Source: an optimization exercise on an open RTL-to-GDS flow (aim: small area, a short achievable clock period and few clock cycles per item). Production flows keep margins and buffers that such runs may drop. No functional check of the RTL was part of any run shown here.

## flow/design.v (module list and top-level ports; edited modules follow where they fit)
// module act_requant_pipe: 2287 lines
// module arp_fa: 10 lines
// module arp_ha: 9 lines
module act_requant_pipe #(
   parameter int LANES    = 4,
   parameter int IN_W     = 24,
   parameter int OUT_W    = 8,
   parameter int DQ_SHIFT = 13,
   parameter int RQ_SHIFT = 8,
   parameter int LEN_W    = 16
) (
   input  logic                clk,
   input  logic                rst,
   input  logic                start,
   input  logic [1:0]          cfg_mode,
   input  logic [IN_W-1:0]     cfg_bias,
   input  logic [7:0]          cfg_dq_scale,
   input  logic [7:0]          cfg_rq_scale,
   input  logic [LEN_W-1:0]    cfg_len,
   input  logic                in_valid,
   output logic                in_ready,
   input  logic [LANES*IN_W-1:0] in_data,
   output logic                out_valid,
   input  logic                out_ready,
   output logic [LANES*OUT_W-1:0] out_data,
   output logic                out_last,
   output logic                busy,
   output logic                done,
   output logic [15:0]         sat_cnt
);
  // ...
==> flow/flow/run.sh <==
#!/bin/bash
# Standard layout, with port buffers of a stronger type than buffer_ports picks by default.
cp standard.sh standard.sh.txt 2>/dev/null
export BUFFER_PORTS_ARGS="-buffer_cell sky130_fd_sc_hd__buf_4"
bash standard.sh > standard.log 2>&1
==> flow/standard.sh <==
#!/bin/bash
# synth_recipe.tcl (not shown) runs the flow's synth.tcl, then flattens the netlist and writes it again
# the make line also repeats each setting of config.mk as NAME=value (left out here)
make -C /OpenROAD-flow-scripts/flow DESIGN_CONFIG=/design/flow/config.mk WORK_HOME=/design/flow/orfs CLKGATE_MAP_FILE= SYNTH_SCRIPT=/design/flow/synth_recipe.tcl "${@:-finish}"
==> flow/config.mk <==
export PLATFORM = sky130hd
export DESIGN_NAME = act_requant_pipe
export DESIGN_NICKNAME = act_requant_pipe
export VERILOG_FILES = /design/flow/design.v
export SDC_FILE = /design/flow/constraint.sdc
export NUM_CORES = 4
export LEC_CHECK = 0
export CAP_MARGIN = 20
export CORE_MARGIN = 2
export CORE_UTILIZATION = 40
export SETUP_SLACK_MARGIN = 5
export SLEW_MARGIN = 20
export SYNTH_HIERARCHICAL = 1
export SYNTH_MINIMUM_KEEP_SIZE = 0
==> flow/constraint.sdc <==
create_clock -name core_clock -period 13.0 [get_ports {clk}]
set_input_delay 2.6000 -clock core_clock [delete_from_list [all_inputs] [get_ports {clk}]]
set_output_delay 2.6000 -clock core_clock [all_outputs]
set_load 0.01 [all_outputs]
==> run summary, run 1 <==
Crit-path cells -> a22oi_1 > xnor2_1 > fa_1 > fa_1 > fa_1 > ha_1 > nand3_1 > nor4_1 > o21ai_0 > a21oi_1 > o2111ai_1 > a21boi_0 > nand4_1 > a311oi_1 > a21oi_1 > xnor2_1
Area leader, netlist -> edfxtp_1
Post-Layout Cell Count -> 9520
Wire length on met3 -> 9570 um
Final Util -> 0.433
Multi-input gate share of the layout cell area -> 0.660
Diodes inserted -> 2
Ports -> 212
Critical path arrival -> 6.26 ns
Fill count -> 17552
Most frequent cells in the layout -> 831 x xnor2_1, 795 x fa_1, 780 x ha_1
Invs w/o clock -> 170
Non-clock buffer share of cell area -> 0.0250
Worst setup path end -> g_lane[3].s2_d[18]
Post-synthesis mux area share -> 0.00740
EDFF count, synth -> 573
Uppermost routed layer -> met5
Global-route wire length before repair -> 297000 um
Max Cap Viol -> 0
Max FO, Critical Path -> 26
Reg clk slew, reported paths -> 0.06 ns
HPWL Detailed -> 138000 um
Vias per Instance -> 5.50
Status -> finished clean
Ranking of synthesized cells by area -> edfxtp_1 23%, fa_1 21%, ha_1 13%, xnor2_1 9.7%, a22oi_1 6.4%
Detail Route Antenna Nets -> 0
Iteration-0 DRC count of the detailed router -> 3584
Depth of the worst hold-timing path -> 0
M1 GR Usage -> 0.271
Bufs and invs on worst path -> 0
Mapped Avg Cell Area -> 10.5 sq um
Num rows -> 159
Hold buffers post-CTS -> 0
==> run 2: changes to the inputs <==
--- a/flow/design.v
+++ b/flow/design.v
@@ -26,17 +26,18 @@
    output logic [15:0]         sat_cnt
 );
    localparam int X_W = IN_W + 1;           
    localparam int P_W = X_W + 8;            
    localparam int D_W = P_W - DQ_SHIFT;     
    localparam int Y_W = 17;                 
    localparam int Q_W = Y_W + 8;            
    logic                   busy_r, done_r, rem_nz;
-   logic [LEN_W-1:0]       in_rem;
+   logic [LEN_W-1:0]       in_rem, len_m1;
+   logic                   len_nz, len_gt1;
    logic [1:0]             mode;
    logic [IN_W-1:0]        bias_r;
    logic                   v1, v2, v3, v4, v5, l1, l2, l3, l4, l5, o_v, o_l, s_v, s_l;
    logic                   en, acc, in_fire, in_last, pop, push;
    logic [IN_W-1:0]        bias_e;
    logic [LANES*10-1:0]    r_c, o_d, s_d;
    function automatic logic [12:0] booth8(input logic [7:0] b);
       logic [9:0] e;
@@ -45,37 +46,35 @@
       for (int i = 0; i < 4; i++) begin
          one[i] = e[2*i+1] ^ e[2*i];
          two[i] = (e[2*i+2] & ~e[2*i+1] & ~e[2*i]) | (~e[2*i+2] & e[2*i+1] & e[2*i]);
          neg[i] = e[2*i+2];
       end
       booth8 = {b[7], neg, two, one};
    endfunction
    assign en = !s_v;
-   assign acc = busy_r ? rem_nz : start && cfg_len != '0;
+   assign len_m1 = cfg_len - 1'b1;
+   assign len_nz = cfg_len != '0;
+   assign len_gt1 = |cfg_len[LEN_W-1:1];
+   assign acc = busy_r ? rem_nz : start && len_nz;
    assign in_ready = en && (!busy_r || rem_nz);
    assign in_fire = in_valid && en && acc;
    assign in_last = busy_r ? in_rem == LEN_W'(1) : cfg_len == LEN_W'(1);
    assign bias_e = busy_r ? bias_r : cfg_bias;
    assign pop = o_v && out_ready;
    assign push = en && v5;
    assign out_valid = o_v;
    assign out_last = o_l;
    assign busy = busy_r;
    assign done = done_r || (pop && o_l);
    for (genvar i = 0; i < LANES; i++) begin : g_lane
       logic [X_W-1:0] s1_x;
-      localparam bit DQ_IDLE = i % 2 == 1;
-      localparam bit DQ_RST = i >= LANES / 2;
       logic [12:0]    dq_l, rq_l;
       always_ff @(posedge clk) begin
-         if (DQ_RST && rst) begin
-            dq_l <= '0;
-            rq_l <= '0;
-         end else if (!busy_r && (DQ_IDLE || start)) begin
+         if (!busy_r && start) begin
             dq_l <= booth8(cfg_dq_scale);
             rq_l <= booth8(cfg_rq_scale);
          end
       end
       logic [D_W-1:0] s2_d;
       logic [21:0]    s3_w;
       logic [1:0]     s3_sel;
       logic [Y_W-1:0] s4_y;
@@ -2258,18 +2257,18 @@
          end else if (pop) begin
             if (s_v) s_v <= 1'b0;
             else o_v <= 1'b0;
          end
          done_r <= 1'b0;
          if (done) busy_r <= 1'b0;
          if (!busy_r && start) begin
             busy_r <= 1'b1;
-            in_rem <= cfg_len - LEN_W'(in_fire);
-            rem_nz <= cfg_len > LEN_W'(in_fire);
+            in_rem <= in_fire ? len_m1 : cfg_len;
+            rem_nz <= in_fire ? len_gt1 : len_nz;
             if (cfg_len == '0) done_r <= 1'b1;
          end else if (in_fire) begin
             in_rem <= in_rem - 1'b1;
             rem_nz <= in_rem != LEN_W'(1);
          end
       end
    end
    logic [2:0]  n_sat;
==> flow/flow/run.sh (replaced) <==
#!/bin/bash
cp standard.sh standard.sh.txt
sed -e 's/SETUP_SLACK_MARGIN=[-0-9.]*/SETUP_SLACK_MARGIN=7.5/' standard.sh > standard_margin.sh
export BUFFER_PORTS_ARGS="-buffer_cell sky130_fd_sc_hd__buf_4"
bash standard_margin.sh > standard.log 2>&1
==> run 2 against run 1 <==
Compared with the run above: still clean on timing, DRC and antenna; cell area shrank 2.4%; clock-buffer cell count shrank 16; setup slack gained 0.16 ns; core utilization grew 0.48 points; highest routed layer is now met4.
==> run summary, run 2 <==
Most frequent cell after synthesis -> xnor2_1 (unchanged)
Fin nets -> 8478 (was 8689)
Synth Instances -> 6903 (was 7144)
Global-route wire length before repair -> 287000 um (was 297000 um)
Diodes inserted -> 0 (was 2)
Gpl congestion -> 0.860 (was 0.883)
Clk_skew -> 0.0379 ns (was 0.0333 ns)
Die span in x -> 431 um (was 437 um)
Ranking of synthesized cells by area -> edfxtp_1 23%, fa_1 22%, ha_1 13%, xnor2_1 10%, a22oi_1 6.6% (was edfxtp_1 23%, fa_1 21%, ha_1 13%, xnor2_1 9.7%, a22oi_1 6.4%)
Critical path start-end classification -> input port to output port (was flop to flop)
Initial antenna violation count -> 1 (was 8)
Area leader, netlist -> edfxtp_1 (unchanged)
Root buffer cell -> clkbuf_16 (unchanged)
Status -> finished clean (unchanged)
Critical path arrival -> 3.05 ns (was 6.26 ns)
Pre-Repair DR Iteration Count -> 6 (unchanged)
CTS tree -> done (unchanged)
Top FF cell, synth -> edfxtp_1 (unchanged)
Total core area -> 181000 sq um (was 187000 sq um)
Die height -> 431 um (was 437 um)
Post-synth ARST share -> 0 (unchanged)
Synth Register Bits -> 591 (was 663)
Pins over their slew limit -> 0 (unchanged)
Max Clk Rate -> 177 MHz (was 172 MHz)
Slew HR -> 0.263 (was 0.225)
Largest registers -> g_lane.s1_x: 100 flops, g_lane.s3_w: 88 flops, g_lane.s2_d: 80 flops (unchanged)
Die area -> 185000 sq um (was 191000 sq um)
Clock Sinks -> 591 (was 663)
Port Buffer Count -> 211 (unchanged)
Worst slack, placed -> 6.59 ns (was 6.82 ns)
Design area -> 79100 sq um (was 81000 sq um)
Max FFs per register -> 100 (unchanged)
Placed cells -> 9009 (was 9365)
Synth unique cells -> 80 (was 74)
Clock buffer depth -> 3 (unchanged)
CP Launch Type -> input port (was flop)
Max Cap Viol -> 0 (unchanged)
Total grt overflow -> 0 (unchanged)
Routed vias -> 50983 (was 52355)
Reg clk slew, reported paths -> 0.06 ns (about the same)
Detail Route Antenna Nets -> 0 (unchanged)
Min cycle time layout -> 5.65 ns (was 5.81 ns)
Final setup viols -> 0 (unchanged)
Final setup TNS -> 0 ns (unchanged)
Final period util -> 0.435 (was 0.447)
Num rows -> 156 (was 159)
Most frequent cells in the layout -> 871 x xnor2_1, 795 x fa_1, 782 x ha_1 (was 831 x xnor2_1, 795 x fa_1, 780 x ha_1)
Cell Area, Placed -> 75900 sq um (was 78200 sq um)
Ports -> 212 (unchanged)
Total Routing Usage GR -> 0.189 (was 0.191)
Largest net degree at the start of global routing -> 178 (was 77)
Final Hold Fails -> 0 (unchanged)
Worst Slack Setup Final -> 7.35 ns (was 7.19 ns)
# DRC -> 0 (unchanged)
Hold Path Class -> flop to flop (unchanged)
Iteration-0 DRC count of the detailed router -> 3439 (was 3584)
Vias in the first global route -> 52802 (was 53004)
Top reg by flops -> g_lane.s1_x (unchanged)
Routed wire per std cell -> 19.1 um (was 19.2 um)
HPWL Detailed -> 127000 um (was 138000 um)
RSZ-0062 raised after global routing -> true (was false)
Area delta synth->final -> 8.65% (was 7.87%)
EDFF count, synth -> 549 (was 573)
Layout cell share with drive strength beyond 1 -> 0.0753 (was 0.0699)
Starting density of the core -> 0.403 (was 0.401)
Commonest cells in the netlist -> 872 x xnor2_1, 795 x fa_1, 782 x ha_1 (was 831 x xnor2_1, 795 x fa_1, 781 x ha_1)
Cts bufs inserted -> 74 (was 82)
Mapped cell area -> 72800 sq um (was 75100 sq um)
Most common cell after layout, fill and taps aside -> xnor2_1 (unchanged)
H-tree Lvls -> 3 (unchanged)
Synth top area share -> 0.227 (was 0.229)
Clock insertion delay at the later pin of the skew report -> 0.71 ns (was 0.72 ns)
WHS -> 0.413 ns (was 0.417 ns)
Worst setup EP type -> output port (was flop)
Post-Layout Cell Count -> 9170 (was 9520)
Seq/Total Area, Yosys -> 0.238 (was 0.253)
Final Util -> 0.437 (was 0.433)
Syn_nets -> 8639 (was 8879)
Vias per Instance -> 5.56 (was 5.50)
Least-Margin Pin Slew -> 1.11 ns (was 1.16 ns)
Max FO, Critical Path -> 2 (was 26)
Req. time, crit path -> 10.40 ns (was 13.45 ns)
Mapped Avg Cell Area -> 10.5 sq um (about the same)
Yosys warns -> 7 (unchanged)
Routed Wire Length -> 175000 um (was 183000 um)
## run 2: layout make-up
class	instances	area, sq um
tap	2370	2970
inverter	173	654
timing repair buffer	286	2620
multi-input combinational	5616	53000
clock inverter	53	643
fill	17089	102000
sequential	591	17300
clock buffer	81	1880
## run 2: repair_timing
action	in CTS	in global routing
hold buffers	0	0
cloned	0	4
setup buffers	5	16
pin swaps	1	1
gates resized for setup	31	50
endpoints found under the setup margin	63	55
## run 2: worst max-delay path, cell delays in order
cell    delay (ns)
buf_8         0.10
a31o_4        0.23
buf_6         0.12
## run 2: metal layers
metal	global-route usage	vias up	part of all wire
met1	0.264	25358	0.46
met3	0.0260	192	0.053
met2	0.312	1364	0.47
met4	0.0396	0	0.017
met5	0	-	0
li1	-	24069	-
## run 2: worst paths after layout
kind	start	endpoint	slack, ns	cells past startpoint
setup / recovery	out_ready	done	7.35	3
hold / removal	l4	l5	0.41	0
setup reg to reg	g_lane[1].dq_l[4]	g_lane[2].s2_d[19]	7.78	17
hold reg to reg	l4	l5	0.41	0
## run 2: kinds of logic after synthesis
group / Yosys count / share of synthesized area
AO/OA/AOI/OAI: 1556 / 0.146
buffers and inverters: 696 / 0.0363
multiplexers: 40 / 0.00614
XOR/XNOR: 1006 / 0.121
adder cells (fa/ha/maj): 1577 / 0.353
AND/OR/NAND/NOR: 1437 / 0.0991
flip-flops: 591 / 0.238
## run 2: Yosys stat by module, one instance, submodules excluded
| module | cells | copies in the design | area (sq um) |
|---|---|---|---|
| arp_fa | 1 | 792 | 20.0 |
| act_requant_pipe | 5415 | 1 | 48200 |
| arp_ha | 1 | 696 | 12.5 |

==> static timing again, ports no longer ideal <==
In the flow no input, the clock included, has a driving cell. The finished layouts below were timed again as built, in two steps. Step 1 assumes that a clkbuf_16 drives the clock port and a buf_2 every other input. Step 2 moves the port delays by t, midway between the first and last clock arrival at a register: inputs arrive t later, outputs are due t later. That takes back most of the time a late clock gives input paths. Slacks: no drivers / after step 1 / after step 2; pairs: no drivers / after step 1.
| run | t (ns) | setup WS [ns] | hold WS [ns] | clock arrival spread, ns |
|---|---|---|---|---|
| run 1 | 0.792 | 7.189 / 7.189 / 6.785 | 0.417 / 0.417 / 0.417 | 0.037 / 0.036 |
| run 2 | 0.768 | 7.349 / 7.295 / 7.014 | 0.413 / 0.413 / 0.413 | 0.040 / 0.039 |
After both steps every run listed still meets setup and hold. For run 1, which loses most, drivers alone change the setup slack by 0.000 ns; drivers and shift together by -0.404 ns.
